This design comes from an exercise in tuning for small area, a short achievable clock period and few clock cycles per item on the open sky130 flow, not from production work.
The RTL was checked by simulation tests, not by an equivalence proof against the original design.
No activity file was given, so power comes from the tool's default toggle rates.

v57:
==> flow/design.v (excerpt) <==
module fc_layer_top (
    input  logic                  clk,
    input  logic                  rst_n,
    input  logic                  start,
    output logic                  finish,
    input  logic [31:0]           scale,
    output logic                  weight_rd_en,
    output logic [16-1:0] weight_rd_addr0,
    output logic [16-1:0] weight_rd_addr1,
    input  logic [63:0]           weight_rdata,
    output logic                  act_rd_en,
    output logic [16-1:0] act_rd_addr0,
    output logic [16-1:0] act_rd_addr1,
    input  logic [63:0]           act_rdata,
    output logic [3:0]            act_wr_we,
    output logic [16-1:0] act_wr_addr,
    output logic [31:0]           act_wr_data
);
    logic               rd_valid;
    logic               rd_first;
    logic               rd_last;
    logic [23:0]        acc_s;
    logic [23:0]        acc_c;
    logic               sum_valid;
    fc_sequencer i_fc_sequencer (
        .clk             (clk),
        .rst_n           (rst_n),
        .start           (start),
        .weight_rd_en    (weight_rd_en),
        .weight_rd_addr0 (weight_rd_addr0),
        .weight_rd_addr1 (weight_rd_addr1),
        .act_rd_en       (act_rd_en),
        .act_rd_addr0    (act_rd_addr0),
        .act_rd_addr1    (act_rd_addr1),
        .tag_valid       (rd_valid),
        .tag_first       (rd_first),
        .tag_last        (rd_last)
    );
    dot_product8 i_dot_product8 (
        .clk          (clk),
        .rst_n        (rst_n),
        .weights      (weight_rdata),
        .acts         (act_rdata),
        .tag_in_valid (rd_valid),
        .tag_in_first (rd_first),
        .tag_in_last  (rd_last),
        .acc_s        (acc_s),
        .acc_c        (acc_c),
        .sum_valid    (sum_valid)
    );
    relu_quantizer i_relu_quantizer (
        .clk         (clk),
        .rst_n       (rst_n),
        .scale       (scale),
        .acc_s       (acc_s),
        .acc_c       (acc_c),
        .sum_valid   (sum_valid),
        .act_wr_we   (act_wr_we),
        .act_wr_addr (act_wr_addr),
  ...
For scale: roughly 2300 cells after synthesis, roughly 400 flip-flops, ~0.026 sq mm of cells after synthesis.
export LEC_CHECK = 0
export CAP_MARGIN = 20
export CORE_MARGIN = 2
export CORE_UTILIZATION = 85
export CTS_CLUSTER_DIAMETER = 100
export CTS_CLUSTER_SIZE = 30
export SLEW_MARGIN = 20
export SYNTH_HIERARCHICAL = 1
create_clock -name core_clock -period 14.5 [get_ports {clk}]
standard.sh (not shown) runs the stock make flow with config.mk's settings and CLKGATE_MAP_FILE= SYNTH_SCRIPT=/design/flow/synth_recipe.tcl, a recipe that flattens the netlist after the stock synthesis.
==> flow/flow/run.sh <==
#!/bin/bash
# The standard layout, except that the port buffers are the platform's
# smallest plain buffer instead of a delay buffer.
set -euo pipefail
export BUFFER_PORTS_ARGS="-buffer_cell sky130_fd_sc_hd__buf_1"
bash standard.sh > standard.log 2>&1
No stage failed in v57, and the final checks on the layout all came back clean.
Testbench counts of v57, summed over its fixed seeds: cycles 144,960, layers 24.
Relative to v57, the following input files were edited for v26:
- CORE_UTILIZATION: 85 -> 75
--- outcome ---
The final layouts of v26 and v57 pass the timing, DRC and antenna checks.
Of v26 and v57, it is v26 that has the lower power.
Compared v26 vs v57, and starting utilization of the core area is down in v26.
met2 track demand over resource came out lower on v26 than on v57.
Wire: v26 routes less than v57
Design area, v26 vs v57: up slightly
Looking at logic gate share of total power, v26 sits 3.0 points below v57.
Input changes introduced in v43 (baseline for comparison: v26):
- swapping 75 for 60 in CORE_UTILIZATION
### Flow results
In v43, the core utilization came out 15 points below the value in v26.
Met2 usage in global routing in v43 vs v26: down 13 points
Share of cell area taken by flip-flops and latches ended up 0.19 points lower on v43 than on v26.
Finished layout cell area delta (v43 − v26): unfavourable
v43 ended up with a lower first-pass GRT wire length than v26 did.
Against v26, v43 reports a logic depth of the worst register-to-register path that is lower.
Sort v26 and v43 by reported combinational group power desc -> top: v26

========
## violet
fc_layer_top, a different RTL version from the one above (not shown whole).
Size: ~2300 cells after synthesis, roughly 280 I/O pins, about 0.026 sq mm of cells after synthesis.
clock: 14.5 ns
lec_check: 0
cap_margin: 20
core_margin: 2
core_utilization: 40
slew_margin: 20
synth_hierarchical: 1
run.sh (not shown) runs the stock make flow with config.mk's settings and CLKGATE_MAP_FILE= SYNTH_SCRIPT=/design/flow/synth_recipe.tcl, a recipe that flattens the netlist after the stock synthesis.
Stock flow here: none of the scripts above is used.
Testbench counts of violet, summed over its fixed seeds: cycles 144,960, layers 24.
Relative to violet, the following input files were edited for raven:
==> flow/flow/run.sh (new file) <==
#!/bin/bash
# The standard layout, except that:
# - the port buffers are the platform's smallest plain buffer instead of a
#   delay buffer;
# - timing repair aims for setup slack well above zero, so that the layout
#   runs faster than the 14.5 ns it has to meet.
set -euo pipefail
export BUFFER_PORTS_ARGS="-buffer_cell sky130_fd_sc_hd__buf_1"
export SETUP_SLACK_MARGIN=10.5
export SKIP_GATE_CLONING=1
bash standard.sh > standard.log 2>&1
==> flow/standard.sh (new file) <==
#!/bin/bash
# synth_recipe.tcl (not shown) runs the flow's synth.tcl, then flattens the netlist and writes it again
# the make line also repeats each setting of config.mk as NAME=value (left out here)
make -C /OpenROAD-flow-scripts/flow DESIGN_CONFIG=/design/flow/config.mk WORK_HOME=/design/flow/orfs CLKGATE_MAP_FILE= SYNTH_SCRIPT=/design/flow/synth_recipe.tcl "${@:-finish}"
removed: flow/run.sh
Findings:
Design area sits lower in raven than in violet. Lower global-route wire length before repair among raven and violet: violet. Side by side, share of the core filled with cells in the final layout turned out lower in raven than in violet. On cell count: raven sits above violet. As far as global placer's final weighted congestion is concerned, violet and raven perform about the same. Number of global-route vias before repair is lower on violet. Compared with violet, initial DRC count in raven increased by a few percent.
Input-level comparison between fjord and raven:
==> flow/flow/run.sh <==
#!/bin/bash
# The standard layout, except that the port buffers are the platform's
# smallest plain buffer instead of a delay buffer.
set -euo pipefail
export BUFFER_PORTS_ARGS="-buffer_cell sky130_fd_sc_hd__buf_1"
bash standard.sh > standard.log 2>&1
-- flow/config.mk --
<<< raven, line 10
export CORE_UTILIZATION = 40
export SLEW_MARGIN = 20
>>> fjord, line 10
export CORE_UTILIZATION = 40
export CTS_BUF_LIST = sky130_fd_sc_hd__clkbuf_8
export SLEW_MARGIN = 20
==> comparison <==
Against raven, power consumption in fjord came out better.
Measured against each other, raven and fjord differ in routed length per placed instance, the lower figure coming from fjord.
For hold slack, raven and fjord come out practically identical.
Between raven and fjord, the number of clock buffers inserted by TritonCTS is higher for fjord.
In fjord the top fanout value on the critical path turned out 5 higher than in raven.

========
== job 4124 ==
Another version of the RTL of fc_layer_top (not shown whole).
export LEC_CHECK = 0
export CAP_MARGIN = 20
export CORE_MARGIN = 2
export CORE_UTILIZATION = 60
export CTS_CLUSTER_DIAMETER = 100
export CTS_CLUSTER_SIZE = 30
export SLEW_MARGIN = 20
export SYNTH_HIERARCHICAL = 1
create_clock -name core_clock -period 14.5 [get_ports {clk}]
standard.sh (not shown) runs the stock make flow with config.mk's settings and CLKGATE_MAP_FILE= SYNTH_SCRIPT=/design/flow/synth_recipe.tcl, a recipe that flattens the netlist after the stock synthesis.
==> flow/flow/run.sh <==
#!/bin/bash
# The standard layout, except that:
# - the port buffers are the platform's smallest plain buffer instead of a
#   delay buffer;
# - timing repair aims for some setup slack above zero, so that the few
#   slowest paths get faster than the 14.5 ns they have to meet.
set -euo pipefail
export BUFFER_PORTS_ARGS="-buffer_cell sky130_fd_sc_hd__buf_1"
export SETUP_SLACK_MARGIN=10.55
export SKIP_GATE_CLONING=1
bash standard.sh > standard.log 2>&1
Testbench counts of job 4124, summed over its fixed seeds: cycles 144,960, layers 24.
Input changes introduced in job 3549 (baseline for comparison: job 4124):
==> flow/flow/run.sh <==
#!/bin/bash
# The standard layout, except that the port buffers are the platform's
# smallest plain buffer instead of a delay buffer.
set -euo pipefail
export BUFFER_PORTS_ARGS="-buffer_cell sky130_fd_sc_hd__buf_1"
bash standard.sh > standard.log 2>&1
==> notes.md <==
For clock-cell share of area, job 3549 and job 4124 come out practically identical. For job 4124, the cell with the biggest individual delay on the critical path was edfxtp_1, unlike job 3549, where it was dfxtp_1. Diff job 4124..job 3549 | required time of the critical path | negligible. Shortest period the worst path allows: job 3549 worse than job 4124.
Edits applied to the flow inputs when going from job 3549 to job 2945:
==> flow/flow/run.sh <==
#!/bin/bash
# The standard layout, except that:
# - the port buffers are the platform's smallest plain buffer instead of a
#   delay buffer;
# - timing repair aims for some setup slack above zero, so that the few
#   slowest paths get faster than the 14.5 ns they have to meet.
set -euo pipefail
export BUFFER_PORTS_ARGS="-buffer_cell sky130_fd_sc_hd__buf_1"
export SETUP_SLACK_MARGIN=10.70
export SKIP_GATE_CLONING=1
bash standard.sh > standard.log 2>&1
Notes after the runs:
Comparing job 3549 against job 2945, there is no change at all in number of stages on the worst setup path. Wire length for job 2945: 1500 um up relative to job 3549. Job 2945 vs. job 3549: layout net count went up 1.6%, largest fanout on the critical path went down 4. Against job 3549, largest voltage drop on the vdd net in job 2945 came out worse. Number of standard cells in the final layout excluding fillers grows slightly when moving from job 3549 to job 2945. Signed area change from the synthesized netlist to the final layout is lower on job 3549.

========
## v6
fc_layer_top with an RTL version that a note above also has.
Size in the first run: roughly 2300 cells after synthesis, ~410 flip-flops.
Settings: LEC_CHECK=0, CAP_MARGIN=20, CORE_MARGIN=2, CORE_UTILIZATION=40, SLEW_MARGIN=20, SYNTH_HIERARCHICAL=1; clock period 14.5 ns.
==> flow/flow/run.sh <==
#!/bin/bash
# The standard layout, except that the port buffers are the platform's
# smallest plain buffer instead of a delay buffer.
set -euo pipefail
export BUFFER_PORTS_ARGS="-buffer_cell sky130_fd_sc_hd__buf_1"
bash standard.sh > standard.log 2>&1
Testbench counts of v6, summed over its fixed seeds: cycles 144,960, layers 24.
The following lists how v7 was set up differently from v6:
Settings: CTS_BUF_LIST: unset -> sky130_fd_sc_hd__clkbuf_4.
--- outcome ---
- Diff v6 -> v7: final standard cell area without fillers has decreased, combinational power has remained practically unchanged, met3 usage has increased.
- Between v6 and v7, the difference in share of final layout cell area taken by non-clock buffers is negligible.
- v7 did not stop at any stage, and its layout met the timing, DRC and antenna checks.
- Final layout net count (v7 over v6): increase, 62
- For number of clock buffers in the layout, dividing the value from v7 by the value from v6 gives 2.6.

==> what the ideal ports hide <==
In the flow no input, the clock included, has a driving cell. The finished layouts below were timed again as built, in two steps.
Step 1 assumes that a clkbuf_16 drives the clock port and a buf_2 every other input.
Step 2 moves the port delays by t, midway between the first and last clock arrival at a register: inputs arrive t later, outputs are due t later. That takes back most of the time a late clock gives input paths.
Slacks: no drivers / after step 1 / after step 2; pairs: no drivers / after step 1.
run	t (ns)	slack for setup (ns)	latest minus earliest clock arrival (ns)	pins driven straight from the clock port
v57	0.593	10.280 / 10.224 / 9.941	0.022 / 0.023	1
v26	0.594	10.312 / 10.257 / 10.313	0.031 / 0.030	1
v43	0.599	10.323 / 10.263 / 10.200	0.033 / 0.033	1
violet	0.657	9.801 / 9.740 / 9.815	0.021 / 0.021	1
raven	0.655	10.404 / 10.344 / 10.346	0.026 / 0.026	1
fjord	0.725	10.164 / 10.102 / 10.335	0.047 / 0.046	1
job 4124	0.591	10.466 / 10.404 / 10.187	0.035 / 0.035	1
job 3549	0.593	10.310 / 10.246 / 10.231	0.034 / 0.035	1
job 2945	0.591	10.464 / 10.404 / 10.314	0.037 / 0.037	1
v6	0.659	10.239 / 10.178 / 10.364	0.026 / 0.026	1
v7	0.921	9.963 / 9.913 / 10.352	0.079 / 0.079	1
After both steps every run listed still meets setup and hold. The setup slack of v57, which loses most, moves by -0.056 ns with the drivers and by -0.339 ns with both steps.
